Context: an optimization exercise on an open-source flow, tuned for small area and a short achievable clock period. The choices shown serve that exercise and are no tape-out recipe. No functional check of the RTL was part of any run shown here. Power figures rest on the tool's default switching activity, not on a simulated workload.

==> flow/design.v, too long to show whole: its modules and the start of the top module <==
// module chain_mod: 3647 lines
// module chain_mod_fa: 10 lines
module chain_mod #(
    parameter int BIT_RES   = 32,
    parameter int FRAC_BITS = 23
) (
    input  logic               clk,
    input  logic               reset,
    input  logic [BIT_RES-1:0] numInSide,
    output logic [BIT_RES-1:0] numOutSide,
    input  logic [BIT_RES-1:0] numInTop,
    output logic [BIT_RES-1:0] numOutTop,
    output logic [BIT_RES-1:0] sum
);
  // ...
==> flow/flow/run.sh <==
#!/bin/bash
export SETUP_SLACK_MARGIN=6.75
export BUFFER_PORTS_ARGS="-buffer_cell sky130_fd_sc_hd__buf_2"
bash standard.sh > standard.log 2>&1
==> flow/standard.sh <==
#!/bin/bash
# synth_recipe.tcl (not shown) runs the flow's synth.tcl, then flattens the netlist and writes it again
# the make line also repeats each setting of config.mk as NAME=value (left out here)
make -C /OpenROAD-flow-scripts/flow DESIGN_CONFIG=/design/flow/config.mk WORK_HOME=/design/flow/orfs CLKGATE_MAP_FILE= SYNTH_SCRIPT=/design/flow/synth_recipe.tcl "${@:-finish}"
==> flow/config.mk <==
export PLATFORM = sky130hd
export DESIGN_NAME = chain_mod
export DESIGN_NICKNAME = chain_mod
export VERILOG_FILES = /design/flow/design.v
export SDC_FILE = /design/flow/constraint.sdc
export NUM_CORES = 4
export LEC_CHECK = 0
export ABC_AREA = 1
export CAP_MARGIN = 20
export CORE_MARGIN = 2
export CORE_UTILIZATION = 65
export SLEW_MARGIN = 20
export SYNTH_HIERARCHICAL = 1
export SYNTH_MINIMUM_KEEP_SIZE = 0
==> flow/constraint.sdc <==
create_clock -name core_clock -period 13.5 [get_ports {clk}]
set_input_delay 2.7000 -clock core_clock [delete_from_list [all_inputs] [get_ports {clk}]]
set_output_delay 2.7000 -clock core_clock [all_outputs]
set_load 0.01 [all_outputs]
==> metrics.yaml, run 1 <==
maxCapViolations: 0
grt_usage_pct: 46.0
final_hold_viol_count: 0
seq_cells: 189
vias: 26658
worstReg2RegStart: "r_row1[0]"
io-pin-count: 162
place_hpwl_um: 66800
tapCellCount: 592
pwr-share-comb_pct: 82.3
avgSynthCellArea_um2: 8.96
path_clk_slew_ns: 0.08
clockBufferDepth: 2
port-buffer-count: 161
core-area_mm2: 0.0439
route.met2.wl_um: 45400
hold_ws_ns: 0.824
post_cts_buffers: 8
dominant_cells: "multi-input gates"
grt_pass1_wl_um: 160000
ff2ff_path_depth: 27
viasPerCell: 6.96
whs_endpoint: "r_acc[8]"
nets: 3918
synth-simple-area-share_pct: 8.32
cts_tree: "built"
clkPwrFrac_pct: 6.1
synth.area.top_cells: "fa_1, xor2_1, dfxtp_1"
num_rows: 77
async_reset_ff_share_pct: 0
setup_violations: 0
cts_sinks: 189
cp-end-kind: "flip-flop"
status: "timing/DRC/antenna clean"
die_y_um: 214
holdPathStages: 6
num-nonclk-inverters: 254
wl_per_cell_um: 27.9
==> run 2: changes to the inputs <==
--- a/flow/design.v
+++ b/flow/design.v
@@ -2621,37 +2621,37 @@
     chain_mod_fa u_s947 (.a(c720), .b(c830), .c(s831), .s(s947), .co(c948));
     chain_mod_fa u_s949 (.a(s725), .b(s833), .c(c832), .s(s949), .co(c950));
     chain_mod_fa u_s951 (.a(s727), .b(c834), .c(s835), .s(s951), .co(c952));
     chain_mod_fa u_s953 (.a(c728), .b(s837), .c(c836), .s(s953), .co(c954));
     chain_mod_fa u_s955 (.a(pp15_29), .b(c838), .c(s839), .s(s955), .co(c956));
     chain_mod_fa u_s957 (.a(pp14_32), .b(pp15_30), .c(c840), .s(s957), .co(c958));
     assign s959 = 1'b1 ^ pp15_31;
     assign c960 = 1'b1 & pp15_31;
-    logic [18:0] w_low;
-    assign w_low = {1'b0, {c870, c868, c866, c864, c862, c860, c858, c856, c854, c852, c850, c848, c846, c844, c842, pp1_0, pp0_1, bn0}} + {1'b0, {s871, s869, s867, s865, s863, s861, s859, s857, s855, s853, s851, s849, s847, s845, s843, s841, 1'b0, pp0_0}};
-    logic [45:0] w_row0;
-    assign w_row0 = {1'b1, pp15_32, s959, c956, s955, c952, c950, c948, c946, c944, c942, c940, c938, c936, c934, c932, c930, c928, c926, c924, c922, c920, c918, c916, c914, c912, c910, c908, c906, c904, c902, c900, c898, c896, c894, c892, c890, c888, c886, c884, c882, c880, c878, c876, c874, c872};
-    logic [45:0] w_row1;
-    assign w_row1 = {1'b0, c960, c958, s957, c954, s953, s951, s949, s947, s945, s943, s941, s939, s937, s935, s933, s931, s929, s927, s925, s923, s921, s919, s917, s915, s913, s911, s909, s907, s905, s903, s901, s899, s897, s895, s893, s891, s889, s887, s885, s883, s881, s879, s877, s875, s873};
+    logic [20:0] w_low;
+    assign w_low = {1'b0, {c874, c872, c870, c868, c866, c864, c862, c860, c858, c856, c854, c852, c850, c848, c846, c844, c842, pp1_0, pp0_1, bn0}} + {1'b0, {s875, s873, s871, s869, s867, s865, s863, s861, s859, s857, s855, s853, s851, s849, s847, s845, s843, s841, 1'b0, pp0_0}};
+    logic [43:0] w_row0;
+    assign w_row0 = {1'b1, pp15_32, s959, c956, s955, c952, c950, c948, c946, c944, c942, c940, c938, c936, c934, c932, c930, c928, c926, c924, c922, c920, c918, c916, c914, c912, c910, c908, c906, c904, c902, c900, c898, c896, c894, c892, c890, c888, c886, c884, c882, c880, c878, c876};
+    logic [43:0] w_row1;
+    assign w_row1 = {1'b0, c960, c958, s957, c954, s953, s951, s949, s947, s945, s943, s941, s939, s937, s935, s933, s931, s929, s927, s925, s923, s921, s919, s917, s915, s913, s911, s909, s907, s905, s903, s901, s899, s897, s895, s893, s891, s889, s887, s885, s883, s881, s879, s877};
     logic [BIT_RES-1:0] r_side, r_top, r_acc;
     logic               r_rst, r_cin, r_psgn;
-    logic [45:0] r_row0;
-    logic [45:0] r_row1;
+    logic [43:0] r_row0;
+    logic [43:0] r_row1;
     always_ff @(posedge clk) begin
         if (reset) begin
             r_side <= '0;
             r_top  <= '0;
         end else begin
             r_side <= numInSide;
             r_top  <= numInTop;
         end
         r_rst <= reset;
         r_psgn <= numInSide[31] ^ numInTop[31];
-        r_cin <= w_low[18];
+        r_cin <= w_low[20];
         r_row0 <= w_row0;
         r_row1 <= w_row1;
         r_acc <= sum;
     end
     assign numOutSide = r_side;
     assign numOutTop  = r_top;
     logic hg1;
     logic hp2;
@@ -2734,58 +2734,58 @@
     logic hg79;
     logic hp80;
     logic hg81;
     logic hp82;
     logic hg83;
     logic hp84;
     logic hg85;
     logic hp86;
-    logic hg87;
-    logic hp88;
-    logic hg89;
-    logic hp90;
+    logic g87;
+    logic g88;
+    logic p89;
+    logic g90;
     logic g91;
-    logic p92;
-    logic g93;
+    logic g92;
+    logic p93;
     logic g94;
-    logic p95;
-    logic g96;
-    logic p97;
-    logic g98;
+    logic g95;
+    logic p96;
+    logic g97;
+    logic p98;
     logic g99;
-    logic g100;
-    logic p101;
+    logic p100;
+    logic g101;
     logic g102;
-    logic g103;
-    logic p104;
-    logic g105;
-    logic p106;
-    logic g107;
-    logic p108;
-    logic g109;
-    logic p110;
-    logic g111;
+    logic p103;
+    logic g104;
+    logic p105;
+    logic g106;
+    logic p107;
+    logic g108;
+    logic p109;
+    logic g110;
+    logic p111;
     logic g112;
     logic p113;
     logic g114;
     logic p115;
     logic g116;
     logic p117;
     logic g118;
-    logic p119;
-    logic g120;
-    logic p121;
-    logic g122;
-    logic p123;
-    logic g124;
-    logic p125;
-    logic g126;
-    logic p127;
-    logic g128;
+    logic g119;
+    logic p120;
+    logic g121;
+    logic p122;
+    logic g123;
+    logic p124;
+    logic g125;
+    logic p126;
+    logic g127;
+    logic p128;
     logic g129;
     logic p130;
     logic g131;
     logic p132;
     logic g133;
     logic p134;
     logic g135;
     logic p136;
@@ -2801,32 +2801,32 @@
     logic p146;
     logic g147;
     logic p148;
     logic g149;
     logic p150;
     logic g151;
     logic p152;
     logic g153;
-    logic p154;
-    logic g155;
-    logic p156;
-    logic g157;
-    logic p158;
-    logic g159;
-    logic p160;
-    logic g161;
-    logic p162;
-    logic g163;
-    logic p164;
-    logic g165;
-    logic q166;
-    logic q167;
-    logic q168;
-    logic q169;
+    logic q154;
+    logic q155;
+    logic q156;
+    logic q157;
+    logic cs158;
+    logic cc159;
+    logic cs160;
+    logic cc161;
+    logic cs162;
+    logic cc163;
+    logic cs164;
+    logic cc165;
+    logic cs166;
+    logic cc167;
+    logic cs168;
+    logic cc169;
     logic cs170;
     logic cc171;
     logic cs172;
     logic cc173;
     logic cs174;
     logic cc175;
     logic cs176;
     logic cc177;
@@ -2869,28 +2869,28 @@
     logic cs214;
     logic cc215;
     logic cs216;
     logic cc217;
     logic cs218;
     logic cc219;
     logic cs220;
     logic cc221;
-    logic cs222;
-    logic cc223;
-    logic cs224;
-    logic cc225;
-    logic cs226;
-    logic cc227;
-    logic cs228;
-    logic cc229;
-    logic cs230;
-    logic cc231;
-    logic cs232;
-    logic cc233;
+    logic ag222;
+    logic ap223;
+    logic ag224;
+    logic ap225;
+    logic ag226;
+    logic ap227;
+    logic ag228;
+    logic ap229;
+    logic ag230;
+    logic ap231;
+    logic ag232;
+    logic ap233;
     logic ag234;
     logic ap235;
     logic ag236;
     logic ap237;
     logic ag238;
     logic ap239;
     logic ag240;
     logic ap241;
@@ -2933,28 +2933,28 @@
     logic ag278;
     logic ap279;
     logic ag280;
     logic ap281;
     logic ag282;
     logic ap283;
     logic ag284;
     logic ap285;
-    logic ag286;
-    logic ap287;
-    logic ag288;
-    logic ap289;
-    logic ag290;
-    logic ap291;
-    logic ag292;
-    logic ap293;
-    logic ag294;
-    logic ap295;
-    logic ag296;
-    logic ap297;
+    logic g286;
+    logic p287;
+    logic g288;
+    logic p289;
+    logic g290;
+    logic p291;
+    logic g292;
+    logic p293;
+    logic g294;
+    logic p295;
+    logic g296;
+    logic p297;
     logic g298;
     logic p299;
     logic g300;
     logic p301;
     logic g302;
     logic p303;
     logic g304;
     logic p305;
@@ -3093,28 +3093,28 @@
     logic g438;
     logic p439;
     logic g440;
     logic p441;
     logic g442;
     logic p443;
     logic g444;
     logic p445;
-    logic g446;
-    logic p447;
-    logic g448;
-    logic p449;
-    logic g450;
-    logic p451;
-    logic g452;
-    logic p453;
-    logic g454;
-    logic p455;
-    logic g456;
-    logic p457;
+    logic ws446;
+    logic ws447;
+    logic ws448;
+    logic ws449;
+    logic ws450;
+    logic ws451;
+    logic ws452;
+    logic ws453;
+    logic ws454;
+    logic ws455;
+    logic ws456;
+    logic ws457;
     logic ws458;
     logic ws459;
     logic ws460;
     logic ws461;
     logic ws462;
     logic ws463;
     logic ws464;
     logic ws465;
@@ -3124,28 +3124,16 @@
     logic ws469;
     logic ws470;
     logic ws471;
     logic ws472;
     logic ws473;
     logic ws474;
     logic ws475;
     logic ws476;
-    logic ws477;
-    logic ws478;
-    logic ws479;
-    logic ws480;
-    logic ws481;
-    logic ws482;
-    logic ws483;
-    logic ws484;
-    logic ws485;
-    logic ws486;
-    logic ws487;
-    logic ws488;
     assign hg1 = r_row0[0] & r_row1[0];
     assign hp2 = r_row0[0] ^ r_row1[0];
     assign hg3 = r_row0[1] & r_row1[1];
     assign hp4 = r_row0[1] ^ r_row1[1];
     assign hg5 = r_row0[2] & r_row1[2];
     assign hp6 = r_row0[2] ^ r_row1[2];
     assign hg7 = r_row0[3] & r_row1[3];
     assign hp8 = r_row0[3] ^ r_row1[3];
@@ -3222,165 +3210,165 @@
     assign hg79 = r_row0[39] & r_row1[39];
     assign hp80 = r_row0[39] ^ r_row1[39];
     assign hg81 = r_row0[40] & r_row1[40];
     assign hp82 = r_row0[40] ^ r_row1[40];
     assign hg83 = r_row0[41] & r_row1[41];
     assign hp84 = r_row0[41] ^ r_row1[41];
     assign hg85 = r_row0[42] & r_row1[42];
     assign hp86 = r_row0[42] ^ r_row1[42];
-    assign hg87 = r_row0[43] & r_row1[43];
-    assign hp88 = r_row0[43] ^ r_row1[43];
-    assign hg89 = r_row0[44] & r_row1[44];
-    assign hp90 = r_row0[44] ^ r_row1[44];
-    assign g91 = hg3 | (hp4 & hg1);
-    assign p92 = hp4 & hp2;
-    assign g93 = g91 | (p92 & r_cin);
-    assign g94 = hg9 | (hp10 & hg7);
-    assign p95 = hp10 & hp8;
-    assign g96 = g94 | (p95 & hg5);
-    assign p97 = p95 & hp6;
-    assign g98 = g96 | (p97 & g93);
-    assign g99 = hg1 | (hp2 & r_cin);
-    assign g100 = hg5 | (hp6 & hg3);
-    assign p101 = hp6 & hp4;
-    assign g102 = g100 | (p101 & g99);
-    assign g103 = hg9 | (hp10 & hg7);
-    assign p104 = hp10 & hp8;
-    assign g105 = hg15 | (hp16 & hg13);
-    assign p106 = hp16 & hp14;
-    assign g107 = g105 | (p106 & hg11);
-    assign p108 = p106 & hp12;
-    assign g109 = g107 | (p108 & g103);
-    assign p110 = p108 & p104;
-    assign g111 = g109 | (p110 & g102);
-    assign g112 = hg19 | (hp20 & hg17);
-    assign p113 = hp20 & hp18;
-    assign g114 = hg23 | (hp24 & hg21);
-    assign p115 = hp24 & hp22;
-    assign g116 = g114 | (p115 & g112);
-    assign p117 = p115 & p113;
-    assign g118 = hg27 | (hp28 & hg25);
-    assign p119 = hp28 & hp26;
-    assign g120 = hg33 | (hp34 & hg31);
-    assign p121 = hp34 & hp32;
-    assign g122 = g120 | (p121 & hg29);
-    assign p123 = p121 & hp30;
-    assign g124 = g122 | (p123 & g118);
-    assign p125 = p123 & p119;
-    assign g126 = g124 | (p125 & g116);
-    assign p127 = p125 & p117;
-    assign g128 = g126 | (p127 & g111);
-    assign g129 = hg37 | (hp38 & hg35);
-    assign p130 = hp38 & hp36;
-    assign g131 = hg41 | (hp42 & hg39);
-    assign p132 = hp42 & hp40;
-    assign g133 = g131 | (p132 & g129);
-    assign p134 = p132 & p130;
-    assign g135 = hg45 | (hp46 & hg43);
-    assign p136 = hp46 & hp44;
-    assign g137 = hg51 | (hp52 & hg49);
-    assign p138 = hp52 & hp50;
-    assign g139 = g137 | (p138 & hg47);
-    assign p140 = p138 & hp48;
-    assign g141 = g139 | (p140 & g135);
-    assign p142 = p140 & p136;
-    assign g143 = g141 | (p142 & g133);
-    assign p144 = p142 & p134;
-    assign g145 = hg55 | (hp56 & hg53);
-    assign p146 = hp56 & hp54;
-    assign g147 = hg61 | (hp62 & hg59);
-    assign p148 = hp62 & hp60;
-    assign g149 = g147 | (p148 & hg57);
-    assign p150 = p148 & hp58;
-    assign g151 = g149 | (p150 & g145);
-    assign p152 = p150 & p146;
-    assign g153 = hg65 | (hp66 & hg63);
-    assign p154 = hp66 & hp64;
-    assign g155 = hg71 | (hp72 & hg69);
-    assign p156 = hp72 & hp70;
-    assign g157 = g155 | (p156 & hg67);
-    assign p158 = p156 & hp68;
-    assign g159 = g157 | (p158 & g153);
-    assign p160 = p158 & p154;
-    assign g161 = g159 | (p160 & g151);
-    assign p162 = p160 & p152;
-    assign g163 = g161 | (p162 & g143);
-    assign p164 = p162 & p144;
-    assign g165 = g163 | (p164 & g128);
-    assign q166 = hp74 ^ g165;
-    assign q167 = (hp76 ^ hg73) & (hp78 ^ hg75) & (hp80 ^ hg77) & (hp82 ^ hg79) & (hp84 ^ hg81) & (hp86 ^ hg83) & (hp88 ^ hg85) & (hp90 ^ hg87) & (r_row0[45] ^ hg89);
-    assign q168 = ~(hp76 ^ (hg73 | hp74)) & ~(hp78 ^ (hg75 | hp76)) & ~(hp80 ^ (hg77 | hp78)) & ~(hp82 ^ (hg79 | hp80)) & ~(hp84 ^ (hg81 | hp82)) & ~(hp86 ^ (hg83 | hp84)) & ~(hp88 ^ (hg85 | hp86)) & ~(hp90 ^ (hg87 | hp88)) & ~(r_row0[45] ^ (hg89 | hp90));
-    assign q169 = q166 ? ~q167 : ~q168;
-    assign cs170 = r_acc[0] ^ r_row0[5] ^ r_row1[5];
-    assign cc171 = (r_acc[0] & r_row0[5]) | (r_acc[0] & r_row1[5]) | (r_row0[5] & r_row1[5]);
-    assign cs172 = r_acc[1] ^ r_row0[6] ^ r_row1[6];
-    assign cc173 = (r_acc[1] & r_row0[6]) | (r_acc[1] & r_row1[6]) | (r_row0[6] & r_row1[6]);
-    assign cs174 = r_acc[2] ^ r_row0[7] ^ r_row1[7];
-    assign cc175 = (r_acc[2] & r_row0[7]) | (r_acc[2] & r_row1[7]) | (r_row0[7] & r_row1[7]);
-    assign cs176 = r_acc[3] ^ r_row0[8] ^ r_row1[8];
-    assign cc177 = (r_acc[3] & r_row0[8]) | (r_acc[3] & r_row1[8]) | (r_row0[8] & r_row1[8]);
-    assign cs178 = r_acc[4] ^ r_row0[9] ^ r_row1[9];
-    assign cc179 = (r_acc[4] & r_row0[9]) | (r_acc[4] & r_row1[9]) | (r_row0[9] & r_row1[9]);
-    assign cs180 = r_acc[5] ^ r_row0[10] ^ r_row1[10];
-    assign cc181 = (r_acc[5] & r_row0[10]) | (r_acc[5] & r_row1[10]) | (r_row0[10] & r_row1[10]);
-    assign cs182 = r_acc[6] ^ r_row0[11] ^ r_row1[11];
-    assign cc183 = (r_acc[6] & r_row0[11]) | (r_acc[6] & r_row1[11]) | (r_row0[11] & r_row1[11]);
-    assign cs184 = r_acc[7] ^ r_row0[12] ^ r_row1[12];
-    assign cc185 = (r_acc[7] & r_row0[12]) | (r_acc[7] & r_row1[12]) | (r_row0[12] & r_row1[12]);
-    assign cs186 = r_acc[8] ^ r_row0[13] ^ r_row1[13];
-    assign cc187 = (r_acc[8] & r_row0[13]) | (r_acc[8] & r_row1[13]) | (r_row0[13] & r_row1[13]);
-    assign cs188 = r_acc[9] ^ r_row0[14] ^ r_row1[14];
-    assign cc189 = (r_acc[9] & r_row0[14]) | (r_acc[9] & r_row1[14]) | (r_row0[14] & r_row1[14]);
-    assign cs190 = r_acc[10] ^ r_row0[15] ^ r_row1[15];
-    assign cc191 = (r_acc[10] & r_row0[15]) | (r_acc[10] & r_row1[15]) | (r_row0[15] & r_row1[15]);
-    assign cs192 = r_acc[11] ^ r_row0[16] ^ r_row1[16];
-    assign cc193 = (r_acc[11] & r_row0[16]) | (r_acc[11] & r_row1[16]) | (r_row0[16] & r_row1[16]);
-    assign cs194 = r_acc[12] ^ r_row0[17] ^ r_row1[17];
-    assign cc195 = (r_acc[12] & r_row0[17]) | (r_acc[12] & r_row1[17]) | (r_row0[17] & r_row1[17]);
-    assign cs196 = r_acc[13] ^ r_row0[18] ^ r_row1[18];
-    assign cc197 = (r_acc[13] & r_row0[18]) | (r_acc[13] & r_row1[18]) | (r_row0[18] & r_row1[18]);
-    assign cs198 = r_acc[14] ^ r_row0[19] ^ r_row1[19];
-    assign cc199 = (r_acc[14] & r_row0[19]) | (r_acc[14] & r_row1[19]) | (r_row0[19] & r_row1[19]);
-    assign cs200 = r_acc[15] ^ r_row0[20] ^ r_row1[20];
-    assign cc201 = (r_acc[15] & r_row0[20]) | (r_acc[15] & r_row1[20]) | (r_row0[20] & r_row1[20]);
-    assign cs202 = r_acc[16] ^ r_row0[21] ^ r_row1[21];
-    assign cc203 = (r_acc[16] & r_row0[21]) | (r_acc[16] & r_row1[21]) | (r_row0[21] & r_row1[21]);
-    assign cs204 = r_acc[17] ^ r_row0[22] ^ r_row1[22];
-    assign cc205 = (r_acc[17] & r_row0[22]) | (r_acc[17] & r_row1[22]) | (r_row0[22] & r_row1[22]);
-    assign cs206 = r_acc[18] ^ r_row0[23] ^ r_row1[23];
-    assign cc207 = (r_acc[18] & r_row0[23]) | (r_acc[18] & r_row1[23]) | (r_row0[23] & r_row1[23]);
-    assign cs208 = r_acc[19] ^ r_row0[24] ^ r_row1[24];
-    assign cc209 = (r_acc[19] & r_row0[24]) | (r_acc[19] & r_row1[24]) | (r_row0[24] & r_row1[24]);
-    assign cs210 = r_acc[20] ^ r_row0[25] ^ r_row1[25];
-    assign cc211 = (r_acc[20] & r_row0[25]) | (r_acc[20] & r_row1[25]) | (r_row0[25] & r_row1[25]);
-    assign cs212 = r_acc[21] ^ r_row0[26] ^ r_row1[26];
-    assign cc213 = (r_acc[21] & r_row0[26]) | (r_acc[21] & r_row1[26]) | (r_row0[26] & r_row1[26]);
-    assign cs214 = r_acc[22] ^ r_row0[27] ^ r_row1[27];
-    assign cc215 = (r_acc[22] & r_row0[27]) | (r_acc[22] & r_row1[27]) | (r_row0[27] & r_row1[27]);
-    assign cs216 = r_acc[23] ^ r_row0[28] ^ r_row1[28];
-    assign cc217 = (r_acc[23] & r_row0[28]) | (r_acc[23] & r_row1[28]) | (r_row0[28] & r_row1[28]);
-    assign cs218 = r_acc[24] ^ r_row0[29] ^ r_row1[29];
-    assign cc219 = (r_acc[24] & r_row0[29]) | (r_acc[24] & r_row1[29]) | (r_row0[29] & r_row1[29]);
-    assign cs220 = r_acc[25] ^ r_row0[30] ^ r_row1[30];
-    assign cc221 = (r_acc[25] & r_row0[30]) | (r_acc[25] & r_row1[30]) | (r_row0[30] & r_row1[30]);
-    assign cs222 = r_acc[26] ^ r_row0[31] ^ r_row1[31];
-    assign cc223 = (r_acc[26] & r_row0[31]) | (r_acc[26] & r_row1[31]) | (r_row0[31] & r_row1[31]);
-    assign cs224 = r_acc[27] ^ r_row0[32] ^ r_row1[32];
-    assign cc225 = (r_acc[27] & r_row0[32]) | (r_acc[27] & r_row1[32]) | (r_row0[32] & r_row1[32]);
-    assign cs226 = r_acc[28] ^ r_row0[33] ^ r_row1[33];
-    assign cc227 = (r_acc[28] & r_row0[33]) | (r_acc[28] & r_row1[33]) | (r_row0[33] & r_row1[33]);
-    assign cs228 = r_acc[29] ^ r_row0[34] ^ r_row1[34];
-    assign cc229 = (r_acc[29] & r_row0[34]) | (r_acc[29] & r_row1[34]) | (r_row0[34] & r_row1[34]);
-    assign cs230 = r_acc[30] ^ r_row0[35] ^ r_row1[35];
-    assign cc231 = (r_acc[30] & r_row0[35]) | (r_acc[30] & r_row1[35]) | (r_row0[35] & r_row1[35]);
-    assign cs232 = r_acc[31] ^ r_row0[36] ^ r_row1[36];
-    assign cc233 = (r_acc[31] & r_row0[36]) | (r_acc[31] & r_row1[36]) | (r_row0[36] & r_row1[36]);
-    assign ag234 = cs170 & g98;
-    assign ap235 = cs170 ^ g98;
+    assign g87 = hg1 | (hp2 & r_cin);
+    assign g88 = hg5 | (hp6 & hg3);
+    assign p89 = hp6 & hp4;
+    assign g90 = g88 | (p89 & g87);
+    assign g91 = hg1 | (hp2 & r_cin);
+    assign g92 = hg5 | (hp6 & hg3);
+    assign p93 = hp6 & hp4;
+    assign g94 = g92 | (p93 & g91);
+    assign g95 = hg9 | (hp10 & hg7);
+    assign p96 = hp10 & hp8;
+    assign g97 = hg13 | (hp14 & hg11);
+    assign p98 = hp14 & hp12;
+    assign g99 = g97 | (p98 & g95);
+    assign p100 = p98 & p96;
+    assign g101 = g99 | (p100 & g94);
+    assign g102 = hg17 | (hp18 & hg15);
+    assign p103 = hp18 & hp16;
+    assign g104 = hg21 | (hp22 & hg19);
+    assign p105 = hp22 & hp20;
+    assign g106 = g104 | (p105 & g102);
+    assign p107 = p105 & p103;
+    assign g108 = hg25 | (hp26 & hg23);
+    assign p109 = hp26 & hp24;
+    assign g110 = hg31 | (hp32 & hg29);
+    assign p111 = hp32 & hp30;
+    assign g112 = g110 | (p111 & hg27);
+    assign p113 = p111 & hp28;
+    assign g114 = g112 | (p113 & g108);
+    assign p115 = p113 & p109;
+    assign g116 = g114 | (p115 & g106);
+    assign p117 = p115 & p107;
+    assign g118 = g116 | (p117 & g101);
+    assign g119 = hg35 | (hp36 & hg33);
+    assign p120 = hp36 & hp34;
+    assign g121 = hg39 | (hp40 & hg37);
+    assign p122 = hp40 & hp38;
+    assign g123 = g121 | (p122 & g119);
+    assign p124 = p122 & p120;
+    assign g125 = hg43 | (hp44 & hg41);
+    assign p126 = hp44 & hp42;
+    assign g127 = hg49 | (hp50 & hg47);
+    assign p128 = hp50 & hp48;
+    assign g129 = g127 | (p128 & hg45);
+    assign p130 = p128 & hp46;
+    assign g131 = g129 | (p130 & g125);
+    assign p132 = p130 & p126;
+    assign g133 = g131 | (p132 & g123);
+    assign p134 = p132 & p124;
+    assign g135 = hg53 | (hp54 & hg51);
+    assign p136 = hp54 & hp52;
+    assign g137 = hg57 | (hp58 & hg55);
+    assign p138 = hp58 & hp56;
+    assign g139 = g137 | (p138 & g135);
+    assign p140 = p138 & p136;
+    assign g141 = hg61 | (hp62 & hg59);
+    assign p142 = hp62 & hp60;
+    assign g143 = hg67 | (hp68 & hg65);
+    assign p144 = hp68 & hp66;
+    assign g145 = g143 | (p144 & hg63);
+    assign p146 = p144 & hp64;
+    assign g147 = g145 | (p146 & g141);
+    assign p148 = p146 & p142;
+    assign g149 = g147 | (p148 & g139);
+    assign p150 = p148 & p140;
+    assign g151 = g149 | (p150 & g133);
+    assign p152 = p150 & p134;
+    assign g153 = g151 | (p152 & g118);
+    assign q154 = hp70 ^ g153;
+    assign q155 = (hp72 ^ hg69) & (hp74 ^ hg71) & (hp76 ^ hg73) & (hp78 ^ hg75) & (hp80 ^ hg77) & (hp82 ^ hg79) & (hp84 ^ hg81) & (hp86 ^ hg83) & (r_row0[43] ^ hg85);
+    assign q156 = ~(hp72 ^ (hg69 | hp70)) & ~(hp74 ^ (hg71 | hp72)) & ~(hp76 ^ (hg73 | hp74)) & ~(hp78 ^ (hg75 | hp76)) & ~(hp80 ^ (hg77 | hp78)) & ~(hp82 ^ (hg79 | hp80)) & ~(hp84 ^ (hg81 | hp82)) & ~(hp86 ^ (hg83 | hp84)) & ~(r_row0[43] ^ (hg85 | hp86));
+    assign q157 = q154 ? ~q155 : ~q156;
+    assign cs158 = r_acc[0] ^ r_row0[3] ^ r_row1[3];
+    assign cc159 = (r_acc[0] & r_row0[3]) | (r_acc[0] & r_row1[3]) | (r_row0[3] & r_row1[3]);
+    assign cs160 = r_acc[1] ^ r_row0[4] ^ r_row1[4];
+    assign cc161 = (r_acc[1] & r_row0[4]) | (r_acc[1] & r_row1[4]) | (r_row0[4] & r_row1[4]);
+    assign cs162 = r_acc[2] ^ r_row0[5] ^ r_row1[5];
+    assign cc163 = (r_acc[2] & r_row0[5]) | (r_acc[2] & r_row1[5]) | (r_row0[5] & r_row1[5]);
+    assign cs164 = r_acc[3] ^ r_row0[6] ^ r_row1[6];
+    assign cc165 = (r_acc[3] & r_row0[6]) | (r_acc[3] & r_row1[6]) | (r_row0[6] & r_row1[6]);
+    assign cs166 = r_acc[4] ^ r_row0[7] ^ r_row1[7];
+    assign cc167 = (r_acc[4] & r_row0[7]) | (r_acc[4] & r_row1[7]) | (r_row0[7] & r_row1[7]);
+    assign cs168 = r_acc[5] ^ r_row0[8] ^ r_row1[8];
+    assign cc169 = (r_acc[5] & r_row0[8]) | (r_acc[5] & r_row1[8]) | (r_row0[8] & r_row1[8]);
+    assign cs170 = r_acc[6] ^ r_row0[9] ^ r_row1[9];
+    assign cc171 = (r_acc[6] & r_row0[9]) | (r_acc[6] & r_row1[9]) | (r_row0[9] & r_row1[9]);
+    assign cs172 = r_acc[7] ^ r_row0[10] ^ r_row1[10];
+    assign cc173 = (r_acc[7] & r_row0[10]) | (r_acc[7] & r_row1[10]) | (r_row0[10] & r_row1[10]);
+    assign cs174 = r_acc[8] ^ r_row0[11] ^ r_row1[11];
+    assign cc175 = (r_acc[8] & r_row0[11]) | (r_acc[8] & r_row1[11]) | (r_row0[11] & r_row1[11]);
+    assign cs176 = r_acc[9] ^ r_row0[12] ^ r_row1[12];
+    assign cc177 = (r_acc[9] & r_row0[12]) | (r_acc[9] & r_row1[12]) | (r_row0[12] & r_row1[12]);
+    assign cs178 = r_acc[10] ^ r_row0[13] ^ r_row1[13];
+    assign cc179 = (r_acc[10] & r_row0[13]) | (r_acc[10] & r_row1[13]) | (r_row0[13] & r_row1[13]);
+    assign cs180 = r_acc[11] ^ r_row0[14] ^ r_row1[14];
+    assign cc181 = (r_acc[11] & r_row0[14]) | (r_acc[11] & r_row1[14]) | (r_row0[14] & r_row1[14]);
+    assign cs182 = r_acc[12] ^ r_row0[15] ^ r_row1[15];
+    assign cc183 = (r_acc[12] & r_row0[15]) | (r_acc[12] & r_row1[15]) | (r_row0[15] & r_row1[15]);
+    assign cs184 = r_acc[13] ^ r_row0[16] ^ r_row1[16];
+    assign cc185 = (r_acc[13] & r_row0[16]) | (r_acc[13] & r_row1[16]) | (r_row0[16] & r_row1[16]);
+    assign cs186 = r_acc[14] ^ r_row0[17] ^ r_row1[17];
+    assign cc187 = (r_acc[14] & r_row0[17]) | (r_acc[14] & r_row1[17]) | (r_row0[17] & r_row1[17]);
+    assign cs188 = r_acc[15] ^ r_row0[18] ^ r_row1[18];
+    assign cc189 = (r_acc[15] & r_row0[18]) | (r_acc[15] & r_row1[18]) | (r_row0[18] & r_row1[18]);
+    assign cs190 = r_acc[16] ^ r_row0[19] ^ r_row1[19];
+    assign cc191 = (r_acc[16] & r_row0[19]) | (r_acc[16] & r_row1[19]) | (r_row0[19] & r_row1[19]);
+    assign cs192 = r_acc[17] ^ r_row0[20] ^ r_row1[20];
+    assign cc193 = (r_acc[17] & r_row0[20]) | (r_acc[17] & r_row1[20]) | (r_row0[20] & r_row1[20]);
+    assign cs194 = r_acc[18] ^ r_row0[21] ^ r_row1[21];
+    assign cc195 = (r_acc[18] & r_row0[21]) | (r_acc[18] & r_row1[21]) | (r_row0[21] & r_row1[21]);
+    assign cs196 = r_acc[19] ^ r_row0[22] ^ r_row1[22];
+    assign cc197 = (r_acc[19] & r_row0[22]) | (r_acc[19] & r_row1[22]) | (r_row0[22] & r_row1[22]);
+    assign cs198 = r_acc[20] ^ r_row0[23] ^ r_row1[23];
+    assign cc199 = (r_acc[20] & r_row0[23]) | (r_acc[20] & r_row1[23]) | (r_row0[23] & r_row1[23]);
+    assign cs200 = r_acc[21] ^ r_row0[24] ^ r_row1[24];
+    assign cc201 = (r_acc[21] & r_row0[24]) | (r_acc[21] & r_row1[24]) | (r_row0[24] & r_row1[24]);
+    assign cs202 = r_acc[22] ^ r_row0[25] ^ r_row1[25];
+    assign cc203 = (r_acc[22] & r_row0[25]) | (r_acc[22] & r_row1[25]) | (r_row0[25] & r_row1[25]);
+    assign cs204 = r_acc[23] ^ r_row0[26] ^ r_row1[26];
+    assign cc205 = (r_acc[23] & r_row0[26]) | (r_acc[23] & r_row1[26]) | (r_row0[26] & r_row1[26]);
+    assign cs206 = r_acc[24] ^ r_row0[27] ^ r_row1[27];
+    assign cc207 = (r_acc[24] & r_row0[27]) | (r_acc[24] & r_row1[27]) | (r_row0[27] & r_row1[27]);
+    assign cs208 = r_acc[25] ^ r_row0[28] ^ r_row1[28];
+    assign cc209 = (r_acc[25] & r_row0[28]) | (r_acc[25] & r_row1[28]) | (r_row0[28] & r_row1[28]);
+    assign cs210 = r_acc[26] ^ r_row0[29] ^ r_row1[29];
+    assign cc211 = (r_acc[26] & r_row0[29]) | (r_acc[26] & r_row1[29]) | (r_row0[29] & r_row1[29]);
+    assign cs212 = r_acc[27] ^ r_row0[30] ^ r_row1[30];
+    assign cc213 = (r_acc[27] & r_row0[30]) | (r_acc[27] & r_row1[30]) | (r_row0[30] & r_row1[30]);
+    assign cs214 = r_acc[28] ^ r_row0[31] ^ r_row1[31];
+    assign cc215 = (r_acc[28] & r_row0[31]) | (r_acc[28] & r_row1[31]) | (r_row0[31] & r_row1[31]);
+    assign cs216 = r_acc[29] ^ r_row0[32] ^ r_row1[32];
+    assign cc217 = (r_acc[29] & r_row0[32]) | (r_acc[29] & r_row1[32]) | (r_row0[32] & r_row1[32]);
+    assign cs218 = r_acc[30] ^ r_row0[33] ^ r_row1[33];
+    assign cc219 = (r_acc[30] & r_row0[33]) | (r_acc[30] & r_row1[33]) | (r_row0[33] & r_row1[33]);
+    assign cs220 = r_acc[31] ^ r_row0[34] ^ r_row1[34];
+    assign cc221 = (r_acc[31] & r_row0[34]) | (r_acc[31] & r_row1[34]) | (r_row0[34] & r_row1[34]);
+    assign ag222 = cs158 & g90;
+    assign ap223 = cs158 ^ g90;
+    assign ag224 = cs160 & cc159;
+    assign ap225 = cs160 ^ cc159;
+    assign ag226 = cs162 & cc161;
+    assign ap227 = cs162 ^ cc161;
+    assign ag228 = cs164 & cc163;
+    assign ap229 = cs164 ^ cc163;
+    assign ag230 = cs166 & cc165;
+    assign ap231 = cs166 ^ cc165;
+    assign ag232 = cs168 & cc167;
+    assign ap233 = cs168 ^ cc167;
+    assign ag234 = cs170 & cc169;
+    assign ap235 = cs170 ^ cc169;
     assign ag236 = cs172 & cc171;
     assign ap237 = cs172 ^ cc171;
     assign ag238 = cs174 & cc173;
     assign ap239 = cs174 ^ cc173;
     assign ag240 = cs176 & cc175;
     assign ap241 = cs176 ^ cc175;
     assign ag242 = cs178 & cc177;
     assign ap243 = cs178 ^ cc177;
@@ -3421,226 +3409,214 @@
     assign ag278 = cs214 & cc213;
     assign ap279 = cs214 ^ cc213;
     assign ag280 = cs216 & cc215;
     assign ap281 = cs216 ^ cc215;
     assign ag282 = cs218 & cc217;
     assign ap283 = cs218 ^ cc217;
     assign ag284 = cs220 & cc219;
     assign ap285 = cs220 ^ cc219;
-    assign ag286 = cs222 & cc221;
-    assign ap287 = cs222 ^ cc221;
-    assign ag288 = cs224 & cc223;
-    assign ap289 = cs224 ^ cc223;
-    assign ag290 = cs226 & cc225;
-    assign ap291 = cs226 ^ cc225;
-    assign ag292 = cs228 & cc227;
-    assign ap293 = cs228 ^ cc227;
-    assign ag294 = cs230 & cc229;
-    assign ap295 = cs230 ^ cc229;
-    assign ag296 = cs232 & cc231;
-    assign ap297 = cs232 ^ cc231;
-    assign g298 = ag236 | (ap237 & ag234);
-    assign p299 = ap237 & ap235;
-    assign g300 = ag240 | (ap241 & ag238);
-    assign p301 = ap241 & ap239;
-    assign g302 = ag244 | (ap245 & ag242);
-    assign p303 = ap245 & ap243;
-    assign g304 = ag248 | (ap249 & ag246);
-    assign p305 = ap249 & ap247;
-    assign g306 = ag252 | (ap253 & ag250);
-    assign p307 = ap253 & ap251;
-    assign g308 = ag256 | (ap257 & ag254);
-    assign p309 = ap257 & ap255;
-    assign g310 = ag260 | (ap261 & ag258);
-    assign p311 = ap261 & ap259;
-    assign g312 = ag264 | (ap265 & ag262);
-    assign p313 = ap265 & ap263;
-    assign g314 = ag268 | (ap269 & ag266);
-    assign p315 = ap269 & ap267;
-    assign g316 = ag272 | (ap273 & ag270);
-    assign p317 = ap273 & ap271;
-    assign g318 = ag276 | (ap277 & ag274);
-    assign p319 = ap277 & ap275;
-    assign g320 = ag280 | (ap281 & ag278);
-    assign p321 = ap281 & ap279;
-    assign g322 = ag284 | (ap285 & ag282);
-    assign p323 = ap285 & ap283;
-    assign g324 = ag288 | (ap289 & ag286);
-    assign p325 = ap289 & ap287;
-    assign g326 = ag292 | (ap293 & ag290);
-    assign p327 = ap293 & ap291;
-    assign g328 = ag296 | (ap297 & ag294);
-    assign p329 = ap297 & ap295;
-    assign g330 = ag238 | (ap239 & g298);
-    assign p331 = ap239 & p299;
+    assign g286 = ag224 | (ap225 & ag222);
+    assign p287 = ap225 & ap223;
+    assign g288 = ag228 | (ap229 & ag226);
+    assign p289 = ap229 & ap227;
+    assign g290 = ag232 | (ap233 & ag230);
+    assign p291 = ap233 & ap231;
+    assign g292 = ag236 | (ap237 & ag234);
+    assign p293 = ap237 & ap235;
+    assign g294 = ag240 | (ap241 & ag238);
+    assign p295 = ap241 & ap239;
+    assign g296 = ag244 | (ap245 & ag242);
+    assign p297 = ap245 & ap243;
+    assign g298 = ag248 | (ap249 & ag246);
+    assign p299 = ap249 & ap247;
+    assign g300 = ag252 | (ap253 & ag250);
+    assign p301 = ap253 & ap251;
+    assign g302 = ag256 | (ap257 & ag254);
+    assign p303 = ap257 & ap255;
+    assign g304 = ag260 | (ap261 & ag258);
+    assign p305 = ap261 & ap259;
+    assign g306 = ag264 | (ap265 & ag262);
+    assign p307 = ap265 & ap263;
+    assign g308 = ag268 | (ap269 & ag266);
+    assign p309 = ap269 & ap267;
+    assign g310 = ag272 | (ap273 & ag270);
+    assign p311 = ap273 & ap271;
+    assign g312 = ag276 | (ap277 & ag274);
+    assign p313 = ap277 & ap275;
+    assign g314 = ag280 | (ap281 & ag278);
+    assign p315 = ap281 & ap279;
+    assign g316 = ag284 | (ap285 & ag282);
+    assign p317 = ap285 & ap283;
+    assign g318 = ag226 | (ap227 & g286);
+    assign p319 = ap227 & p287;
+    assign g320 = g288 | (p289 & g286);
+    assign p321 = p289 & p287;
+    assign g322 = ag234 | (ap235 & g290);
+    assign p323 = ap235 & p291;
+    assign g324 = g292 | (p293 & g290);
+    assign p325 = p293 & p291;
+    assign g326 = ag242 | (ap243 & g294);
+    assign p327 = ap243 & p295;
+    assign g328 = g296 | (p297 & g294);
+    assign p329 = p297 & p295;
+    assign g330 = ag250 | (ap251 & g298);
+    assign p331 = ap251 & p299;
     assign g332 = g300 | (p301 & g298);
     assign p333 = p301 & p299;
-    assign g334 = ag246 | (ap247 & g302);
-    assign p335 = ap247 & p303;
+    assign g334 = ag258 | (ap259 & g302);
+    assign p335 = ap259 & p303;
     assign g336 = g304 | (p305 & g302);
     assign p337 = p305 & p303;
-    assign g338 = ag254 | (ap255 & g306);
-    assign p339 = ap255 & p307;
+    assign g338 = ag266 | (ap267 & g306);
+    assign p339 = ap267 & p307;
     assign g340 = g308 | (p309 & g306);
     assign p341 = p309 & p307;
-    assign g342 = ag262 | (ap263 & g310);
-    assign p343 = ap263 & p311;
+    assign g342 = ag274 | (ap275 & g310);
+    assign p343 = ap275 & p311;
     assign g344 = g312 | (p313 & g310);
     assign p345 = p313 & p311;
-    assign g346 = ag270 | (ap271 & g314);
-    assign p347 = ap271 & p315;
+    assign g346 = ag282 | (ap283 & g314);
+    assign p347 = ap283 & p315;
     assign g348 = g316 | (p317 & g314);
     assign p349 = p317 & p315;
-    assign g350 = ag278 | (ap279 & g318);
-    assign p351 = ap279 & p319;
-    assign g352 = g320 | (p321 & g318);
-    assign p353 = p321 & p319;
-    assign g354 = ag286 | (ap287 & g322);
-    assign p355 = ap287 & p323;
-    assign g356 = g324 | (p325 & g322);
-    assign p357 = p325 & p323;
-    assign g358 = ag294 | (ap295 & g326);
-    assign p359 = ap295 & p327;
-    assign g360 = g328 | (p329 & g326);
-    assign p361 = p329 & p327;
-    assign g362 = ag242 | (ap243 & g332);
-    assign p363 = ap243 & p333;
-    assign g364 = g302 | (p303 & g332);
-    assign p365 = p303 & p333;
-    assign g366 = g334 | (p335 & g332);
-    assign p367 = p335 & p333;
-    assign g368 = g336 | (p337 & g332);
-    assign p369 = p337 & p333;
-    assign g370 = ag258 | (ap259 & g340);
-    assign p371 = ap259 & p341;
-    assign g372 = g310 | (p311 & g340);
-    assign p373 = p311 & p341;
-    assign g374 = g342 | (p343 & g340);
-    assign p375 = p343 & p341;
-    assign g376 = g344 | (p345 & g340);
-    assign p377 = p345 & p341;
-    assign g378 = ag274 | (ap275 & g348);
-    assign p379 = ap275 & p349;
-    assign g380 = g318 | (p319 & g348);
-    assign p381 = p319 & p349;
-    assign g382 = g350 | (p351 & g348);
-    assign p383 = p351 & p349;
-    assign g384 = g352 | (p353 & g348);
-    assign p385 = p353 & p349;
-    assign g386 = ag290 | (ap291 & g356);
-    assign p387 = ap291 & p357;
-    assign g388 = g326 | (p327 & g356);
-    assign p389 = p327 & p357;
+    assign g350 = ag230 | (ap231 & g320);
+    assign p351 = ap231 & p321;
+    assign g352 = g290 | (p291 & g320);
+    assign p353 = p291 & p321;
+    assign g354 = g322 | (p323 & g320);
+    assign p355 = p323 & p321;
+    assign g356 = g324 | (p325 & g320);
+    assign p357 = p325 & p321;
+    assign g358 = ag246 | (ap247 & g328);
+    assign p359 = ap247 & p329;
+    assign g360 = g298 | (p299 & g328);
+    assign p361 = p299 & p329;
+    assign g362 = g330 | (p331 & g328);
+    assign p363 = p331 & p329;
+    assign g364 = g332 | (p333 & g328);
+    assign p365 = p333 & p329;
+    assign g366 = ag262 | (ap263 & g336);
+    assign p367 = ap263 & p337;
+    assign g368 = g306 | (p307 & g336);
+    assign p369 = p307 & p337;
+    assign g370 = g338 | (p339 & g336);
+    assign p371 = p339 & p337;
+    assign g372 = g340 | (p341 & g336);
+    assign p373 = p341 & p337;
+    assign g374 = ag278 | (ap279 & g344);
+    assign p375 = ap279 & p345;
+    assign g376 = g314 | (p315 & g344);
+    assign p377 = p315 & p345;
+    assign g378 = g346 | (p347 & g344);
+    assign p379 = p347 & p345;
+    assign g380 = g348 | (p349 & g344);
+    assign p381 = p349 & p345;
+    assign g382 = ag238 | (ap239 & g356);
+    assign p383 = ap239 & p357;
+    assign g384 = g294 | (p295 & g356);
+    assign p385 = p295 & p357;
+    assign g386 = g326 | (p327 & g356);
+    assign p387 = p327 & p357;
+    assign g388 = g328 | (p329 & g356);
+    assign p389 = p329 & p357;
     assign g390 = g358 | (p359 & g356);
     assign p391 = p359 & p357;
     assign g392 = g360 | (p361 & g356);
     assign p393 = p361 & p357;
-    assign g394 = ag250 | (ap251 & g368);
-    assign p395 = ap251 & p369;
-    assign g396 = g306 | (p307 & g368);
-    assign p397 = p307 & p369;
-    assign g398 = g338 | (p339 & g368);
-    assign p399 = p339 & p369;
-    assign g400 = g340 | (p341 & g368);
-    assign p401 = p341 & p369;
-    assign g402 = g370 | (p371 & g368);
-    assign p403 = p371 & p369;
-    assign g404 = g372 | (p373 & g368);
-    assign p405 = p373 & p369;
-    assign g406 = g374 | (p375 & g368);
-    assign p407 = p375 & p369;
-    assign g408 = g376 | (p377 & g368);
-    assign p409 = p377 & p369;
-    assign g410 = ag282 | (ap283 & g384);
-    assign p411 = ap283 & p385;
-    assign g412 = g322 | (p323 & g384);
-    assign p413 = p323 & p385;
-    assign g414 = g354 | (p355 & g384);
-    assign p415 = p355 & p385;
-    assign g416 = g356 | (p357 & g384);
-    assign p417 = p357 & p385;
-    assign g418 = g386 | (p387 & g384);
-    assign p419 = p387 & p385;
-    assign g420 = g388 | (p389 & g384);
-    assign p421 = p389 & p385;
-    assign g422 = g390 | (p391 & g384);
-    assign p423 = p391 & p385;
-    assign g424 = g392 | (p393 & g384);
-    assign p425 = p393 & p385;
-    assign g426 = ag266 | (ap267 & g408);
-    assign p427 = ap267 & p409;
-    assign g428 = g314 | (p315 & g408);
-    assign p429 = p315 & p409;
-    assign g430 = g346 | (p347 & g408);
-    assign p431 = p347 & p409;
-    assign g432 = g348 | (p349 & g408);
-    assign p433 = p349 & p409;
-    assign g434 = g378 | (p379 & g408);
-    assign p435 = p379 & p409;
-    assign g436 = g380 | (p381 & g408);
-    assign p437 = p381 & p409;
-    assign g438 = g382 | (p383 & g408);
-    assign p439 = p383 & p409;
-    assign g440 = g384 | (p385 & g408);
-    assign p441 = p385 & p409;
-    assign g442 = g410 | (p411 & g408);
-    assign p443 = p411 & p409;
-    assign g444 = g412 | (p413 & g408);
-    assign p445 = p413 & p409;
-    assign g446 = g414 | (p415 & g408);
-    assign p447 = p415 & p409;
-    assign g448 = g416 | (p417 & g408);
-    assign p449 = p417 & p409;
-    assign g450 = g418 | (p419 & g408);
-    assign p451 = p419 & p409;
-    assign g452 = g420 | (p421 & g408);
-    assign p453 = p421 & p409;
-    assign g454 = g422 | (p423 & g408);
-    assign p455 = p423 & p409;
-    assign g456 = g424 | (p425 & g408);
-    assign p457 = p425 & p409;
-    assign ws458 = ap237 ^ ag234;
-    assign ws459 = ap239 ^ g298;
-    assign ws460 = ap241 ^ g330;
-    assign ws461 = ap243 ^ g332;
-    assign ws462 = ap245 ^ g362;
-    assign ws463 = ap247 ^ g364;
-    assign ws464 = ap249 ^ g366;
-    assign ws465 = ap251 ^ g368;
-    assign ws466 = ap253 ^ g394;
-    assign ws467 = ap255 ^ g396;
-    assign ws468 = ap257 ^ g398;
-    assign ws469 = ap259 ^ g400;
-    assign ws470 = ap261 ^ g402;
-    assign ws471 = ap263 ^ g404;
-    assign ws472 = ap265 ^ g406;
-    assign ws473 = ap267 ^ g408;
-    assign ws474 = ap269 ^ g426;
-    assign ws475 = ap271 ^ g428;
-    assign ws476 = ap273 ^ g430;
-    assign ws477 = ap275 ^ g432;
-    assign ws478 = ap277 ^ g434;
-    assign ws479 = ap279 ^ g436;
-    assign ws480 = ap281 ^ g438;
-    assign ws481 = ap283 ^ g440;
-    assign ws482 = ap285 ^ g442;
-    assign ws483 = ap287 ^ g444;
-    assign ws484 = ap289 ^ g446;
-    assign ws485 = ap291 ^ g448;
-    assign ws486 = ap293 ^ g450;
-    assign ws487 = ap295 ^ g452;
-    assign ws488 = ap297 ^ g454;
+    assign g394 = g362 | (p363 & g356);
+    assign p395 = p363 & p357;
+    assign g396 = g364 | (p365 & g356);
+    assign p397 = p365 & p357;
+    assign g398 = ag270 | (ap271 & g372);
+    assign p399 = ap271 & p373;
+    assign g400 = g310 | (p311 & g372);
+    assign p401 = p311 & p373;
+    assign g402 = g342 | (p343 & g372);
+    assign p403 = p343 & p373;
+    assign g404 = g344 | (p345 & g372);
+    assign p405 = p345 & p373;
+    assign g406 = g374 | (p375 & g372);
+    assign p407 = p375 & p373;
+    assign g408 = g376 | (p377 & g372);
+    assign p409 = p377 & p373;
+    assign g410 = g378 | (p379 & g372);
+    assign p411 = p379 & p373;
+    assign g412 = g380 | (p381 & g372);
+    assign p413 = p381 & p373;
+    assign g414 = ag254 | (ap255 & g396);
+    assign p415 = ap255 & p397;
+    assign g416 = g302 | (p303 & g396);
+    assign p417 = p303 & p397;
+    assign g418 = g334 | (p335 & g396);
+    assign p419 = p335 & p397;
+    assign g420 = g336 | (p337 & g396);
+    assign p421 = p337 & p397;
+    assign g422 = g366 | (p367 & g396);
+    assign p423 = p367 & p397;
+    assign g424 = g368 | (p369 & g396);
+    assign p425 = p369 & p397;
+    assign g426 = g370 | (p371 & g396);
+    assign p427 = p371 & p397;
+    assign g428 = g372 | (p373 & g396);
+    assign p429 = p373 & p397;
+    assign g430 = g398 | (p399 & g396);
+    assign p431 = p399 & p397;
+    assign g432 = g400 | (p401 & g396);
+    assign p433 = p401 & p397;
+    assign g434 = g402 | (p403 & g396);
+    assign p435 = p403 & p397;
+    assign g436 = g404 | (p405 & g396);
+    assign p437 = p405 & p397;
+    assign g438 = g406 | (p407 & g396);
+    assign p439 = p407 & p397;
+    assign g440 = g408 | (p409 & g396);
+    assign p441 = p409 & p397;
+    assign g442 = g410 | (p411 & g396);
+    assign p443 = p411 & p397;
+    assign g444 = g412 | (p413 & g396);
+    assign p445 = p413 & p397;
+    assign ws446 = ap225 ^ ag222;
+    assign ws447 = ap227 ^ g286;
+    assign ws448 = ap229 ^ g318;
+    assign ws449 = ap231 ^ g320;
+    assign ws450 = ap233 ^ g350;
+    assign ws451 = ap235 ^ g352;
+    assign ws452 = ap237 ^ g354;
+    assign ws453 = ap239 ^ g356;
+    assign ws454 = ap241 ^ g382;
+    assign ws455 = ap243 ^ g384;
+    assign ws456 = ap245 ^ g386;
+    assign ws457 = ap247 ^ g388;
+    assign ws458 = ap249 ^ g390;
+    assign ws459 = ap251 ^ g392;
+    assign ws460 = ap253 ^ g394;
+    assign ws461 = ap255 ^ g396;
+    assign ws462 = ap257 ^ g414;
+    assign ws463 = ap259 ^ g416;
+    assign ws464 = ap261 ^ g418;
+    assign ws465 = ap263 ^ g420;
+    assign ws466 = ap265 ^ g422;
+    assign ws467 = ap267 ^ g424;
+    assign ws468 = ap269 ^ g426;
+    assign ws469 = ap271 ^ g428;
+    assign ws470 = ap273 ^ g430;
+    assign ws471 = ap275 ^ g432;
+    assign ws472 = ap277 ^ g434;
+    assign ws473 = ap279 ^ g436;
+    assign ws474 = ap281 ^ g438;
+    assign ws475 = ap283 ^ g440;
+    assign ws476 = ap285 ^ g442;
     localparam logic [BIT_RES-1:0] c_MAX = {1'b0, {(BIT_RES-1){1'b1}}};
     localparam logic [BIT_RES-1:0] c_MIN = {1'b1, {(BIT_RES-1){1'b0}}};
     logic [31:0] w_sum;
-    assign w_sum = {ws488, ws487, ws486, ws485, ws484, ws483, ws482, ws481, ws480, ws479, ws478, ws477, ws476, ws475, ws474, ws473, ws472, ws471, ws470, ws469, ws468, ws467, ws466, ws465, ws464, ws463, ws462, ws461, ws460, ws459, ws458, ap235};
+    assign w_sum = {ws476, ws475, ws474, ws473, ws472, ws471, ws470, ws469, ws468, ws467, ws466, ws465, ws464, ws463, ws462, ws461, ws460, ws459, ws458, ws457, ws456, ws455, ws454, ws453, ws452, ws451, ws450, ws449, ws448, ws447, ws446, ap223};
     logic w_povf, w_psign, w_sovf;
-    assign w_povf  = q169;
-    assign w_psign = q166;
+    assign w_povf  = q157;
+    assign w_psign = q154;
     assign w_sovf  = (r_acc[31] == w_psign) && (w_sum[31] != r_acc[31]);
     logic [BIT_RES-1:0] w_accMax, w_satPos, w_satNeg;
     assign w_accMax = r_acc + c_MAX;
     assign w_satPos = (!r_acc[31] && (|r_acc[30:0])) ? c_MAX : w_accMax;
     assign w_satNeg = r_acc[31] ? c_MIN : {1'b1, r_acc[30:0]};
     assign sum = r_rst  ? '0 :
                  w_povf ? (r_psgn ? w_satNeg : w_satPos) :
                  w_sovf ? (r_acc[31] ? c_MIN : c_MAX) :
==> run 2 against run 1 <==
Non-clock buffer count fell by 1. Combinational power fell by 0.9%. Still clean. Global-route usage fell by 2.0 points. Register-to-register slack improved by 0.05 ns. Worst setup slack got worse by 0.016 ns. Sequential cell count fell by 4.
==> metrics.yaml, run 2 <==
status: "timing/DRC/antenna clean"
maxCapViolations: 0  # unchanged
grt_usage_pct: 44.1  # -2.0 points
async_reset_ff_share_pct: 0  # unchanged
top_regs: "r_row0 (43), r_row1 (43)"
syn-num-nets: 3897
start_util_pct: 66.3
place_hpwl_um: 65600  # -1.8%
final_area_mm2: 0.0309
ant_nets: 0
antenna_found_initial: 0
synth_common_cells: "xor2_1, o22ai_1, fa_1"
synthFlopType: "dfxtp_1"
synthDistinctLibCells: 41
cp.arrival_ns: 7.13
critical_path_class: "input pin to flip-flop"
ir_drop_v: 0.000207
power_density_mw_per_mm2: 292
avgSynthCellArea_um2: 8.95  # about the same
worstMarginPinSlew_ns: 1.00
viasPerCell: 6.73  # -3.3%
synth_edf_count: 0
final.setup.tns_ns: 0
drc: 0
leakagePower_uw: 0.0142
area_growth_pct: 7.74
min_period_ns: 6.74
yosys.cell_count.top_type: "xor2_1"
dp_cells: 3758
setup_violations: 0  # unchanged
wl_per_cell_um: 26.4  # -5.4%
synth_seq_area_share_pct: 12.9
report.final.slew_viol_count: 0
final_cell_mix: "xor2_1, o22ai_1, fa_1, nand2_1, inv_1"
rsz0062_at_grt: "false"
firstDrtPassIters: 8
cp-start-kind: "input pin"
vias: 25661  # -3.7%
final_common_cell: "xor2_1"
cts-root-buf: "clkbuf_16"
clk-insertion-delay-late_ns: 0.52
clockBufferDepth: 2  # unchanged
gp_congestion: 0.992
cts_sinks: 185  # -2.1%
dpl_cell_area_mm2: 0.0299
synth_warnings: 7
dieArea_mm2: 0.0458
hold_ws_ns: 0.786  # -0.0383 ns
skew_ns: 0.0195
die_y_um: 214  # -0.13%
nets: 3906  # -0.31%
cp.required_ns: 13.90
cp-end-kind: "flip-flop"
io-pin-count: 162  # unchanged
final_cells: 3811
drt_iter0_markers: 3769
path_max_fanout: 23
synth_top_area_share_pct: 32.2
synth.area.top_cells: "fa_1, xor2_1, dfxtp_1"
numCtsBuffers: 17
synth-seq-cells: 185
core-area_mm2: 0.0433  # -1.5%
overflow: 0
drt-total-wl_um: 101000
cts_tree: "built"
nFillCells: 3381
grt_max_degree: 66
yosysTopAreaCell: "fa_1"
netlist_area_mm2: 0.0287
htree_levels: 4
dieWidth_um: 214
grt_pass1_vias: 26936
path_clk_slew_ns: 0.08  # about the same
num_rows: 76  # -1.3%
port-buffer-count: 161  # unchanged
max_freq_ghz: 0.148
synthCells: 3204
antenna_cells: 0
drive_above_1_share_pct: 11.6
min_path_type: "flip-flop to flip-flop"
relSlewSlack_pct: 32.7
final_hold_viol_count: 0  # unchanged
grt_pass1_wl_um: 154000  # -3.5%
final_min_period_over_clock_period_pct: 49.9
## run 2: cells by family (layout without fill, tap and decap cells)
group | count (synthesis) | after routing | synth area share (%)
AND/OR/NAND/NOR | 582 | 586 | 8.35
buffers and inverters | 520 | 538 | 7.03
adder cells (fa/ha/maj) | 627 | 627 | 39.4
flip-flops | 185 | 185 | 12.9
XOR/XNOR | 566 | 566 | 17.3
AO/OA/AOI/OAI | 724 | 724 | 15.0
## run 2: per-module statistics from Yosys (local to each module, per instance)
| module | area (um2) | copies in the design | flip-flops and latches | cells inside |
|---|---|---|---|---|
| chain_mod_fa | 20.0 | 425 | 0 | 1 |
| chain_mod | 20200 | 1 | 185 | 2779 |
## run 2: per-layer routing
layer  part of all wire, %  wire length, um  track usage (%)  vias up
met1                    36            36100             54.3    12306
li1                      -                -                -    10714
met3                    14            14000             15.2      516
met2                    44            43900             67.5     2125
met4                   6.5             6550             25.9        0
met5                     0                0                0        -
## run 2: worst max-delay path: stages
cell	delay, ns
buf_2	0.12
ha_1	0.34
inv_1	0.41
buf_6	0.34
o22ai_1	0.16
xor2_1	0.20
fa_1	0.49
fa_1	0.57
fa_1	0.44
fa_1	0.40
fa_1	0.54
fa_1	0.42
## run 2: layout make-up
| class | instances | area (um2) | area share (%) |
|---|---|---|---|
| Clock inverter | 12 | 150 | 0.486 |
| Timing Repair Buffer | 258 | 1620 | 5.23 |
| Tap cell | 585 | 732 | 2.37 |
| Clock buffer | 20 | 447 | 1.45 |
| Multi-Input combinational cell | 2503 | 23300 | 75.4 |
| Inverter | 248 | 952 | 3.08 |
| Sequential cell | 185 | 3710 | 12.0 |
## run 2: path summary, 6_finish.rpt
kind / cells after the start / slack (ns) / start / endpoint
worst max-delay path: 12 / 6.76 / numInTop[11] / r_row1[15]
worst min register to register: 5 / 0.79 / r_acc[0] / r_acc[0]
worst max register to register: 23 / 10.08 / r_acc[0] / r_acc[10]
worst min-delay path: 5 / 0.79 / r_acc[0] / r_acc[0]
## run 2: report_power, final
part | internal [uW] | switching (uW)
logic | 3180 | 4280
clock network | 283 | 269
registers | 854 | 166
## run 2: timing repair
item	in CTS	in global routing
hold buffers	0	0
resized for setup	19	38
endpoints found under the hold margin	0	0
endpoints found under the setup margin	35	53
pin swaps	3	9
setup buffers	4	13
cloned	2	2
## run 2: stage by stage
stage | setup WS (ns) | utilization [%] | power, uW
5_1_grt | 6.75 | 71.4 | 9950
2_1_floorplan | 6.84 | - | 6040
4_1_cts | 6.75 | 70.8 | 8780
3_5_place_dp | 6.16 | 69.0 | 7970
6_report | 6.76 | 71.4 | 9030
3_3_place_gp | 6.17 | 69.0 | 7650

what the ideal ports hide:
The results above use ideal ports. As a check the final layouts listed here were re-extracted and re-timed, cells and wires unchanged. Step 1 (the two cells are an assumption about what drives the block):
set clk [get_ports {clk}]
set_driving_cell -lib_cell sky130_fd_sc_hd__clkbuf_16 $clk
set_driving_cell -lib_cell sky130_fd_sc_hd__buf_2 [delete_from_list [all_inputs] $clk]
Step 2, shift: input delay + t, output delay - t, t = (earliest + latest rising clock arrival at the registers) / 2. This alone moves slack from input paths to output paths. Three values: ideal ports, drivers, drivers and shift; two values: the first two.
| run | t, ns | slack for setup (ns) | hold slack, ns | clock arrival spread, ns |
|---|---|---|---|---|
| run 1 | 0.568 | 6.778 / 6.772 / 6.252 | 0.824 / 0.824 / 0.824 | 0.021 / 0.021 |
| run 2 | 0.575 | 6.762 / 6.805 / 6.229 | 0.786 / 0.786 / 0.786 | 0.021 / 0.021 |
After both steps every run listed still meets setup and hold. The setup slack of run 2, which loses most, moves by +0.043 ns with the drivers and by -0.533 ns with both steps.
